Context: an optimization exercise on an open-source flow, tuned for small area, a short achievable clock period and few clock cycles per item. The choices shown serve that exercise and are no tape-out recipe. In this exercise RTL edits were held to simulation tests only and were not proved equivalent to the original. No activity file was given, so power comes from the tool's default toggle rates.

$ cat run.sh
#!/bin/bash
# synth_recipe.tcl (not shown) runs the flow's synth.tcl, then flattens the netlist and writes it again
# the make line also repeats each setting of config.mk as NAME=value (left out here)
make -C /OpenROAD-flow-scripts/flow DESIGN_CONFIG=/design/flow/config.mk WORK_HOME=/design/flow/orfs CLKGATE_MAP_FILE= SYNTH_SCRIPT=/design/flow/synth_recipe.tcl finish
$ cat constraint.sdc
create_clock -name core_clock -period 8.0 [get_ports {clk}]
set_input_delay 1.6000 -clock core_clock [delete_from_list [all_inputs] [get_ports {clk}]]
set_output_delay 1.6000 -clock core_clock [all_outputs]
set_load 0.01 [all_outputs]
$ cat config.mk
export PLATFORM = sky130hd
export DESIGN_NAME = net_tracker_top
export DESIGN_NICKNAME = net_tracker_top
export VERILOG_FILES = /design/flow/design.v
export SDC_FILE = /design/flow/constraint.sdc
export NUM_CORES = 4
export LEC_CHECK = 0
export CAP_MARGIN = 20
export CORE_MARGIN = 2
export CORE_UTILIZATION = 40
export PLACE_DENSITY = 0.6
export SLEW_MARGIN = 20
$ cat design.v
`default_nettype none
package net_pkg;
    typedef logic [$clog2(64)-1:0] point_id_t;
    typedef logic [$clog2(64+1)-1:0] net_id_t;
    typedef logic [$clog2(64):0] net_size_t;
    typedef enum logic [2:0] {
        IGNORE,
        NEW,
        LOOKUP,
        JOIN_A,
        JOIN_B,
        MERGE,
        SAME
    } net_action_t;
    typedef enum logic [2:0] {
        IDLE,
        READ,
        CHASE,
        RESOLVE,
        SIZE_WR,
        SCAN,
        DONE
    } ctrl_state_t;
endpackage
`default_nettype wire
`default_nettype none
import net_pkg::*;
module net_ctrl_fsm (
    input  wire logic   clk,
    input  wire logic   rst_n,
    input  wire logic   pair_valid,
    input  net_pkg::net_id_t     lookup_a,
    input  net_pkg::net_id_t     lookup_b,
    input  net_pkg::net_id_t     final_a,
    input  net_pkg::net_id_t     final_b,
    input  wire logic   chase_done,
    input  wire logic   scan_done,
    output logic        pair_ready,
    output net_pkg::net_action_t action,
    output logic        chase_start,
    output logic        scan_en,
    output logic        sizes_final
);
    net_pkg::ctrl_state_t state;
    net_pkg::ctrl_state_t state_nxt;
    logic started;
    always_ff @(posedge clk) begin
        if (!rst_n) begin
            state   <= IDLE;
            started <= 1'b0;
        end else begin
            state <= state_nxt;
            if (pair_valid && pair_ready) begin
                started <= 1'b1;
            end
        end
    end
    always_comb begin
        state_nxt = state;
        action    = IGNORE;
        case (state)
            IDLE: begin
                if (pair_valid) begin
                    state_nxt = READ;
                end else if (started) begin
                    state_nxt = SCAN;
                end
            end
            READ: begin
                if (lookup_a == '0 && lookup_b == '0) begin
                    action    = NEW;
                    state_nxt = IDLE;
                end else if (lookup_a == lookup_b) begin
                    action    = IGNORE;
                    state_nxt = IDLE;
                end else begin
                    action    = LOOKUP;
                    state_nxt = CHASE;
                end
            end
            CHASE: begin
                if (chase_done) begin
                    state_nxt = RESOLVE;
                end
            end
            RESOLVE: begin
                if ((final_a == '0) != (final_b == '0)) begin
                    action = (final_a == '0) ? JOIN_A : JOIN_B;
                end else if (final_a != final_b) begin
                    action = MERGE;
                end else begin
                    action = SAME;
                end
                state_nxt = SIZE_WR;
            end
            SIZE_WR: begin
                state_nxt = IDLE;
            end
            SCAN: begin
                if (scan_done) begin
                    state_nxt = DONE;
                end
            end
            default: begin
                state_nxt = DONE;
            end
        endcase
    end
    assign pair_ready  = (state == IDLE);
    assign chase_start = (action == LOOKUP);
    assign scan_en     = (state == SCAN) && !scan_done;
    assign sizes_final = (state == DONE);
endmodule
`default_nettype wire
`default_nettype none
import net_pkg::*;
module net_id_counter (
    input  wire logic   clk,
    input  wire logic   rst_n,
    input  net_pkg::net_action_t action,
    input  wire logic   scan_en,
    output net_pkg::net_id_t     new_id,
    output net_pkg::net_id_t     scan_addr,
    output logic        scan_done
);
    always_ff @(posedge clk) begin
        if (!rst_n) begin
            new_id <= net_pkg::net_id_t'(1);
        end else if (action == NEW || action == MERGE) begin
            new_id <= new_id + net_pkg::net_id_t'(1);
        end
    end
    always_ff @(posedge clk) begin
        if (!rst_n) begin
            scan_addr <= net_pkg::net_id_t'(1);
        end else if (scan_en) begin
            scan_addr <= scan_addr + net_pkg::net_id_t'(1);
        end
    end
    assign scan_done = (scan_addr > net_pkg::net_id_t'(64));
endmodule
`default_nettype wire
`default_nettype none
import net_pkg::*;
module point_net_table (
    input  wire logic   clk,
    input  wire logic   rst_n,
    input  net_pkg::point_id_t   point_a,
    input  net_pkg::point_id_t   point_b,
    input  wire logic   pair_valid,
    input  wire logic   pair_ready,
    input  net_pkg::net_action_t action,
    input  net_pkg::net_id_t     new_id,
    input  net_pkg::net_id_t     final_a,
    input  net_pkg::net_id_t     final_b,
    output net_pkg::net_id_t     lookup_a,
    output net_pkg::net_id_t     lookup_b
);
    net_pkg::net_id_t   mem [64];
    net_pkg::point_id_t pair_a_r;
    net_pkg::point_id_t pair_b_r;
    logic      wr_a_en;
    logic      wr_b_en;
    net_pkg::net_id_t   wr_a_data;
    net_pkg::net_id_t   wr_b_data;
    always_ff @(posedge clk) begin
        if (pair_valid && pair_ready) begin
            pair_a_r <= point_a;
            pair_b_r <= point_b;
            lookup_a <= mem[point_a];
            lookup_b <= mem[point_b];
        end
    end
    assign wr_a_en   = (action == NEW) || (action == JOIN_A) || (action == MERGE);
    assign wr_b_en   = (action == NEW) || (action == JOIN_B) || (action == MERGE);
    assign wr_a_data = (action == JOIN_A) ? final_b : new_id;
    assign wr_b_data = (action == JOIN_B) ? final_a : new_id;
    always_ff @(posedge clk) begin
        if (!rst_n) begin
            for (int i = 0; i < 64; i++) begin
                mem[i] <= '0;
            end
        end else begin
            if (wr_a_en) begin
                mem[pair_a_r] <= wr_a_data;
            end
            if (wr_b_en) begin
                mem[pair_b_r] <= wr_b_data;
            end
        end
    end
endmodule
`default_nettype wire
`default_nettype none
import net_pkg::*;
module remap_table (
    input  wire logic   clk,
    input  wire logic   rst_n,
    input  wire logic   chase_start,
    input  net_pkg::net_id_t     lookup_a,
    input  net_pkg::net_id_t     lookup_b,
    input  net_pkg::net_action_t action,
    input  net_pkg::net_id_t     new_id,
    output net_pkg::net_id_t     final_a,
    output net_pkg::net_id_t     final_b,
    output logic        chase_done
);
    net_pkg::net_id_t mem [64+1];
    net_pkg::net_id_t start [2];
    net_pkg::net_id_t orig  [2];
    net_pkg::net_id_t cur   [2];
    net_pkg::net_id_t nxt   [2];
    logic    wen   [2];
    net_pkg::net_id_t waddr [2];
    net_pkg::net_id_t wdata [2];
    logic    resolved;
    assign start[0] = lookup_a;
    assign start[1] = lookup_b;
    always_ff @(posedge clk) begin
        if (!rst_n) begin
            for (int i = 0; i < 2; i++) begin
                orig[i] <= '0;
                cur[i]  <= '0;
                nxt[i]  <= '0;
            end
        end else begin
            for (int i = 0; i < 2; i++) begin
                if (chase_start) begin
                    orig[i] <= start[i];
                    cur[i]  <= start[i];
                    nxt[i]  <= mem[start[i]];
                end else if (nxt[i] != '0) begin
                    cur[i] <= nxt[i];
                    nxt[i] <= mem[nxt[i]];
                end
            end
        end
    end
    assign resolved = (action == JOIN_A) || (action == JOIN_B) || (action == MERGE) || (action == SAME);
    always_comb begin
        for (int i = 0; i < 2; i++) begin
            if (action == MERGE) begin
                wen[i]   = 1'b1;
                waddr[i] = cur[i];
                wdata[i] = new_id;
            end else begin
                wen[i]   = resolved && (orig[i] != cur[i]);
                waddr[i] = orig[i];
                wdata[i] = cur[i];
            end
        end
    end
    always_ff @(posedge clk) begin
        if (!rst_n) begin
            for (int i = 0; i <= 64; i++) begin
                mem[i] <= '0;
            end
        end else begin
            for (int i = 0; i < 2; i++) begin
                if (wen[i]) begin
                    mem[waddr[i]] <= wdata[i];
                end
            end
        end
    end
    assign final_a    = cur[0];
    assign final_b    = cur[1];
    assign chase_done = (nxt[0] == '0) && (nxt[1] == '0);
endmodule
`default_nettype wire
`default_nettype none
import net_pkg::*;
module size_table (
    input  wire logic   clk,
    input  wire logic   rst_n,
    input  net_pkg::net_action_t action,
    input  net_pkg::net_id_t     new_id,
    input  net_pkg::net_id_t     final_a,
    input  net_pkg::net_id_t     final_b,
    input  wire logic   scan_en,
    input  net_pkg::net_id_t     scan_addr,
    output net_pkg::net_size_t   scan_size,
    output logic        scan_valid
);
    net_pkg::net_size_t          mem [64+1];
    logic [64:0] valid;
    net_pkg::net_action_t        action_r;
    net_pkg::net_id_t            new_id_r;
    net_pkg::net_size_t          rd_a;
    net_pkg::net_size_t          rd_b;
    logic               wr_en;
    net_pkg::net_id_t            wr_addr;
    net_pkg::net_size_t          wr_data;
    always_ff @(posedge clk) begin
        new_id_r <= new_id;
        if ((action == JOIN_A) || (action == JOIN_B) || (action == MERGE)) begin
            rd_a <= mem[final_a];
        end
        if (scan_en) begin
            rd_b <= mem[scan_addr];
        end else if ((action == JOIN_A) || (action == JOIN_B) || (action == MERGE)) begin
            rd_b <= mem[final_b];
        end
    end
    always_ff @(posedge clk) begin
        if (!rst_n) begin
            action_r   <= IGNORE;
            scan_valid <= 1'b0;
        end else begin
            action_r   <= action;
            scan_valid <= scan_en && valid[scan_addr];
        end
    end
    always_comb begin
        wr_en   = 1'b1;
        wr_addr = new_id;
        wr_data = net_pkg::net_size_t'(2);
        case (action_r)
            JOIN_A: begin
                wr_addr = final_b;
                wr_data = rd_b + net_pkg::net_size_t'(1);
            end
            JOIN_B: begin
                wr_addr = final_a;
                wr_data = rd_a + net_pkg::net_size_t'(1);
            end
            MERGE: begin
                wr_addr = new_id_r;
                wr_data = rd_a + rd_b;
            end
            default: begin
                wr_en = (action == NEW);
            end
        endcase
    end
    always_ff @(posedge clk) begin
        if (wr_en) begin
            mem[wr_addr] <= wr_data;
        end
    end
    always_ff @(posedge clk) begin
        if (!rst_n) begin
            valid <= '0;
        end else begin
            if (action == NEW) begin
                valid[new_id] <= 1'b1;
            end
            if (action_r == MERGE) begin
                valid[final_a]  <= 1'b0;
                valid[final_b]  <= 1'b0;
                valid[new_id_r] <= 1'b1;
            end
        end
    end
    assign scan_size = rd_b;
endmodule
`default_nettype wire
`default_nettype none
import net_pkg::*;
module top_size_sorter (
    input  wire logic  clk,
    input  wire logic  rst_n,
    input  net_pkg::net_size_t  scan_size,
    input  wire logic  scan_valid,
    output net_pkg::net_size_t [3-1:0] net_sizes
);
    net_pkg::net_size_t             slot_nxt [3];
    logic [3-1:0] gt;
    always_comb begin
        for (int i = 0; i < 3; i++) begin
            gt[i] = scan_size > net_sizes[i];
        end
        slot_nxt[0] = gt[0] ? scan_size : net_sizes[0];
        for (int i = 1; i < 3; i++) begin
            if (gt[i-1]) begin
                slot_nxt[i] = net_sizes[i-1];
            end else if (gt[i]) begin
                slot_nxt[i] = scan_size;
            end else begin
                slot_nxt[i] = net_sizes[i];
            end
        end
    end
    always_ff @(posedge clk) begin
        for (int i = 0; i < 3; i++) begin
            if (!rst_n) begin
                net_sizes[i] <= '0;
            end else if (scan_valid) begin
                net_sizes[i] <= slot_nxt[i];
            end
        end
    end
endmodule
`default_nettype wire
`default_nettype none
import net_pkg::*;
module net_tracker (
    input  wire logic  clk,
    input  wire logic  rst_n,
    input  net_pkg::point_id_t  point_a,
    input  net_pkg::point_id_t  point_b,
    input  wire logic  pair_valid,
    output logic       pair_ready,
    output net_pkg::net_size_t [3-1:0] net_sizes,
    output logic       sizes_final
);
    net_pkg::net_action_t action;
    net_pkg::net_id_t     lookup_a;
    net_pkg::net_id_t     lookup_b;
    net_pkg::net_id_t     final_a;
    net_pkg::net_id_t     final_b;
    net_pkg::net_id_t     new_id;
    net_pkg::net_id_t     scan_addr;
    net_pkg::net_size_t   scan_size;
    logic        chase_start;
    logic        chase_done;
    logic        scan_en;
    logic        scan_done;
    logic        scan_valid;
    net_ctrl_fsm u_ctrl (
        .clk         (clk),
        .rst_n       (rst_n),
        .pair_valid  (pair_valid),
        .lookup_a    (lookup_a),
        .lookup_b    (lookup_b),
        .final_a     (final_a),
        .final_b     (final_b),
        .chase_done  (chase_done),
        .scan_done   (scan_done),
        .pair_ready  (pair_ready),
        .action      (action),
        .chase_start (chase_start),
        .scan_en     (scan_en),
        .sizes_final (sizes_final)
    );
    net_id_counter u_id_counter (
        .clk       (clk),
        .rst_n     (rst_n),
        .action    (action),
        .scan_en   (scan_en),
        .new_id    (new_id),
        .scan_addr (scan_addr),
        .scan_done (scan_done)
    );
    point_net_table u_point_table (
        .clk        (clk),
        .rst_n      (rst_n),
        .point_a    (point_a),
        .point_b    (point_b),
        .pair_valid (pair_valid),
        .pair_ready (pair_ready),
        .action     (action),
        .new_id     (new_id),
        .final_a    (final_a),
        .final_b    (final_b),
        .lookup_a   (lookup_a),
        .lookup_b   (lookup_b)
    );
    remap_table u_remap_table (
        .clk         (clk),
        .rst_n       (rst_n),
        .chase_start (chase_start),
        .lookup_a    (lookup_a),
        .lookup_b    (lookup_b),
        .action      (action),
        .new_id      (new_id),
        .final_a     (final_a),
        .final_b     (final_b),
        .chase_done  (chase_done)
    );
    size_table u_size_table (
        .clk        (clk),
        .rst_n      (rst_n),
        .action     (action),
        .new_id     (new_id),
        .final_a    (final_a),
        .final_b    (final_b),
        .scan_en    (scan_en),
        .scan_addr  (scan_addr),
        .scan_size  (scan_size),
        .scan_valid (scan_valid)
    );
    top_size_sorter u_sorter (
        .clk        (clk),
        .rst_n      (rst_n),
        .scan_size  (scan_size),
        .scan_valid (scan_valid),
        .net_sizes  (net_sizes)
    );
endmodule
`default_nettype wire
`default_nettype none
module net_tracker_top (
    input  wire logic        clk,
    input  wire logic        rst_n,
    input  wire logic [5:0]  point_a,
    input  wire logic [5:0]  point_b,
    input  wire logic        pair_valid,
    output logic             pair_ready,
    output logic [20:0]      net_sizes,
    output logic             sizes_final
);
    net_pkg::net_size_t [3-1:0] sizes;
    net_tracker u_tracker (
        .clk         (clk),
        .rst_n       (rst_n),
        .point_a     (point_a),
        .point_b     (point_b),
        .pair_valid  (pair_valid),
        .pair_ready  (pair_ready),
        .net_sizes   (sizes),
        .sizes_final (sizes_final)
    );
    assign net_sizes = {sizes[2], sizes[1], sizes[0]};
endmodule
`default_nettype wire
==> out/qor.csv <==
stage,metric,value,unit
detailed_routing,route.vias.total,111000,
global_route,global_route_wire_length_before_repair,887,mm
clock_tree,postCtsSetupBuffers,0,
floorplan,chipWidth,585,um
logic_synthesis,proportion_of_synthesized_chip_area_in_sequential_cells,43.7,%
clock_tree,tritoncts_num_sinks,2024,
layout,layout-drive-gt1-share,26.7,%
global_route,globalRoute.totalOverflow,0,
logic_synthesis,synth.net_count,10300,
timing,grt_setup_unrepaired,no,
clock_tree,clk_root_buffer_cell,sky130_fd_sc_hd__clkbuf_16,
min_path,hold_path.startpoint,u_tracker.u_ctrl.started,
detailed_routing,antenna_violating_nets_post_route,0,
critical_path,critical_path.max_fanout,45,
logic_synthesis,yosysTopAreaCell,sky130_fd_sc_hd__edfxtp_1,
detailed_routing,drc,0,
global_route,antenna_found_initial,58,
detailed_routing,vias_per_cell,7.65,
floorplan,core,0.336,sq mm
logic_synthesis,postSynth.topFlopCell,sky130_fd_sc_hd__edfxtp_1,
critical_path,startpoint,u_tracker.u_remap_table.cur[0][1],
logic_synthesis,yosys-top-cells-area,"sky130_fd_sc_hd__edfxtp_1, sky130_fd_sc_hd__mux4_2, sky130_fd_sc_hd__mux2i_1",
detailed_routing,met2_wirelength,278,mm
critical_path,worst_path_largest_cell_delay,1.03,ns
critical_path,cpMaxStageDelayCell,sky130_fd_sc_hd__o21ai_0,
logic_synthesis,postSynthCellCount,10300,
global_route,gr-usage-all-layers,37.6,%
logic_synthesis,synth.most_common_cell,sky130_fd_sc_hd__edfxtp_1,
logic_synthesis,synth.top_cell.area_share,41.0,%
logic_synthesis,yosysUniqueCellTypes,93,
layout,areaGrowthSynthToFinish,10.5,%
placed_design,portBuffers,37,
critical_path,r2r_start,u_tracker.u_remap_table.cur[0][1],
critical_path,cp_data_required_time,8.55,ns
logic_synthesis,synth_area,0.135,sq mm
timing,layout_worst_path_cycle_share,71.2,%
placed_design,gp_routability_congestion,1.07,
timing,minimum_period_implied_by_the_final_worst_setup_slack,5.70,ns
logic_synthesis,postSynth.asyncResetShare,0,%
timing,clock-skew-final,0.0924,ns
min_path,holdCritPathClass,flop to flop,
logic_synthesis,ys_seq_elements,2024,
critical_path,crit_chain,inv_1 -> ha_1 -> nor2b_1 -> o311ai_4 -> o211ai_4 -> buf_4 -> o2111ai_2 -> and2_1 -> o21ai_0,
critical_path,start_kind,flop,
timing,slew-limit-headroom,6.56,%
detailed_routing,wl_met1,223,mm
clock_tree,cts.repair.resized,0,
power,total_power,0.0413,W
power,ir_drop_worst_vdd,409,uV
clock_tree,cts_htree_levels,4,
run,drv.max_cap_violation_count,0,
logic_synthesis,synth_commonest_cells,"sky130_fd_sc_hd__edfxtp_1, sky130_fd_sc_hd__mux4_2, sky130_fd_sc_hd__nand2_1, sky130_fd_sc_hd__clkbuf_1, sky130_fd_sc_hd__mux2i_1",
critical_path,setup.worst_path.end_class,flop,
critical_path,worstPathArrival,6.25,ns
clock_tree,cts_buffer_depth,4,
floorplan,vert_die_dim,585,um
logic_synthesis,synthMuxAreaShare,32.5,%
detailed_routing,route.detailed.wl_per_inst,45.1,um
clock_tree,worstSkewPairLatency,1.04,ns
floorplan,rows,213,
logic_synthesis,synth_compound_gate_area_share,12.0,%
detailed_routing,highest-signal-layer,met5,
critical_path,critPathKind,flop to flop,
floorplan,start_util,40.1,%
logic_synthesis,synth-simple-area-share,7.58,%
logic_synthesis,synth_top_family_by_area,multiplexers,
placed_design,place.detailed.hpwl,434,mm
power,p_per_area,277,mW/mm^2
timing,setup_violations,0,
logic_synthesis,synth_adder_area_share,0.414,%
detailed_routing,drt_pass1_iterations,9,
clock_tree,worst_setup_hold_path_clk_slew,0.06,ns
logic_synthesis,synth_edf_count,1839,
floorplan,io_pins,38,
clock_tree,numCtsBuffers,236,
timing,timing_worst_slew_pin_value,1.40,ns
floorplan,dieArea,0.342,sq mm
layout,design.final.nets,9858,
detailed_routing,first_iter_violations,20400,
timing,timing.hold.ws,0.484,ns
global_route,grt_start_max_net_pins,129,
clock_tree,cts_hold_buffers,0,
detailed_routing,met3WireLength,96.8,mm
detailed_routing,wirelength,656,mm
logic_synthesis,post_synth.cell_area_avg,13.1,sq um
timing,fin_setup_tns,0,ns
global_route,grt_pass1_vias,104000,
timing,slew_violations,0,
timing,fmax,175,MHz
logic_synthesis,ys_warn_count,14,
clock_tree,cts_tree,done,
logic_synthesis,yosys.area_share.xor_xnor,0.390,%
power,power.leakage,48.5,nW
status,status,timing/DRC/antenna clean,
timing,finalHoldViolCount,0,
[cell usage in the layout, fill, tap and decap left out, types with 94 or more instances in the layout]
cell type,netlist,final
sky130_fd_sc_hd__dfxtp_1,185,167
sky130_fd_sc_hd__a22oi_1,374,374
sky130_fd_sc_hd__o22ai_1,262,252
sky130_fd_sc_hd__nand2_1,975,972
sky130_fd_sc_hd__nand3_1,255,255
sky130_fd_sc_hd__mux2i_1,699,686
sky130_fd_sc_hd__nor2_1,371,356
sky130_fd_sc_hd__a221oi_1,97,94
sky130_fd_sc_hd__a21oi_1,544,529
sky130_fd_sc_hd__o31ai_1,299,290
sky130_fd_sc_hd__edfxtp_1,1839,1839
sky130_fd_sc_hd__clkbuf_16,0,241
sky130_fd_sc_hd__buf_4,1,327
sky130_fd_sc_hd__mux4_2,1597,1597
sky130_fd_sc_hd__o21ai_0,314,307
[layer usage]
metal / GRT usage, % / up-vias
li1: - / 41400
met2: 54.3 / 10800
met4: 26.1 / 42
met1: 47.0 / 56400
met3: 13.3 / 2578
met5: 0.266 / -
[per-stage QoR]
step | cells | setup WS [ns] | area, sq um | util [%]
2_1_floorplan | 10300 | 3.53 | 135000 | -
3_3_place_gp | 14100 | 2.03 | 141000 | 41.8
3_5_place_dp | 14100 | 2.42 | 141000 | 41.9
4_1_cts | 14500 | 2.60 | 149000 | 44.2
5_1_grt | 14500 | 2.25 | 149000 | 44.3
6_report | 14600 | 2.30 | 149000 | 44.3
[cell type report]
class	instances	area [sq um]
timing repair buffer	415	3710
inverter	64	243
multi-input combinational	7058	72400
fill	30100	187000
antenna	41	103
clock inverter	154	1640
sequential	2024	59000
clock buffer	283	6270
tap	4515	5650
[logic make-up (layout without fill, tap and decap cells)]
logic type	count (synthesis)	count (layout)
buffers and inverters	1202	916
and+or+nand+nor	2193	2193
xor gates and xnor gates	60	60
DFF	2024	2024
other	0	41
AOI/OAI and AO/OA	2391	2391
adders and majority gates	44	44
muxes	2370	2370
[worst max-delay path, delay by kind of cell (launching register included)]
| family | cells | cell delay, ns |
|---|---|---|
| AND/OR/NAND/NOR | 2 | 1.39 |
| flip-flops | 1 | 0.43 |
| AO/OA/AOI/OAI | 4 | 2.09 |
| buffers and inverters | 2 | 0.93 |
| adder cells (fa/ha/maj) | 1 | 0.39 |
[power by group]
| group | internal (W) | switching (W) | total (W) |
|---|---|---|---|
| clock | 0.00654 | 0.00497 | 0.0115 |
| sequential | 0.0121 | 0.000739 | 0.0129 |
| combinational | 0.00543 | 0.0114 | 0.0169 |
| total | 0.0241 | 0.0172 | 0.0413 |
[registers in the layout, summed over array words and instances, names as in the netlist, named ones only]
| name | cells |
|---|---|
| u_tracker.u_size_table.mem | 455 |
| u_tracker.u_remap_table.orig | 14 |
| u_tracker.u_point_table.pair_a_r | 6 |
| u_tracker.u_id_counter.new_id | 7 |
| u_tracker.u_size_table.new_id_r | 7 |
| u_tracker.u_remap_table.nxt | 14 |
| u_tracker.u_ctrl.state | 3 |
| u_tracker.u_size_table.valid | 65 |
| u_tracker.u_id_counter.scan_addr | 7 |
| u_tracker.u_point_table.mem | 448 |
| u_tracker.u_size_table.action_r | 3 |
| u_tracker.u_size_table.rd_a | 7 |
| u_tracker.u_point_table.pair_b_r | 6 |
| u_tracker.u_point_table.lookup_a | 7 |
| u_tracker.u_size_table.scan_valid | 1 |
| u_tracker.u_size_table.rd_b | 7 |
| u_tracker.u_point_table.lookup_b | 7 |
| u_tracker.u_remap_table.cur | 14 |
| u_tracker.u_ctrl.started | 1 |
| u_tracker.u_sorter.net_sizes | 21 |
| u_tracker.u_remap_table.mem | 896 |
[worst paths after layout]
kind,end,slack (ns),depth (start not counted)
min reg2reg,u_tracker.u_ctrl.started,0.48,1
min,u_tracker.u_ctrl.started,0.48,1
max reg2reg,u_tracker.u_remap_table.mem[104][3],2.30,9
max,u_tracker.u_remap_table.mem[104][3],2.30,9
Testbench counts, summed over its fixed seeds: cycles 57,441, pairs 8,891.

re-timing with driven ports:
The results above use ideal ports. As a check the final layout listed here was re-extracted and re-timed, cells and wires unchanged.
Step 1: set_driving_cell puts a clkbuf_16 on clk and a buf_2 on each other input, an assumption about the parent block.
Step 2 times the ports against the registers' clock, not the clock port: input delays grow and output delays shrink by t, the midpoint of the rising clock arrivals with the driver on.
Slacks: ideal ports / drivers / drivers and shift; pairs: ideal ports / drivers.
t (ns): 1.088
slack for setup (ns): 2.301 / 2.301 / 2.051
pins driven straight from the clock port: 1
After both steps setup and hold are still met in this run. The setup slack of this run moves by 0.000 ns with the drivers and by -0.250 ns with both steps.
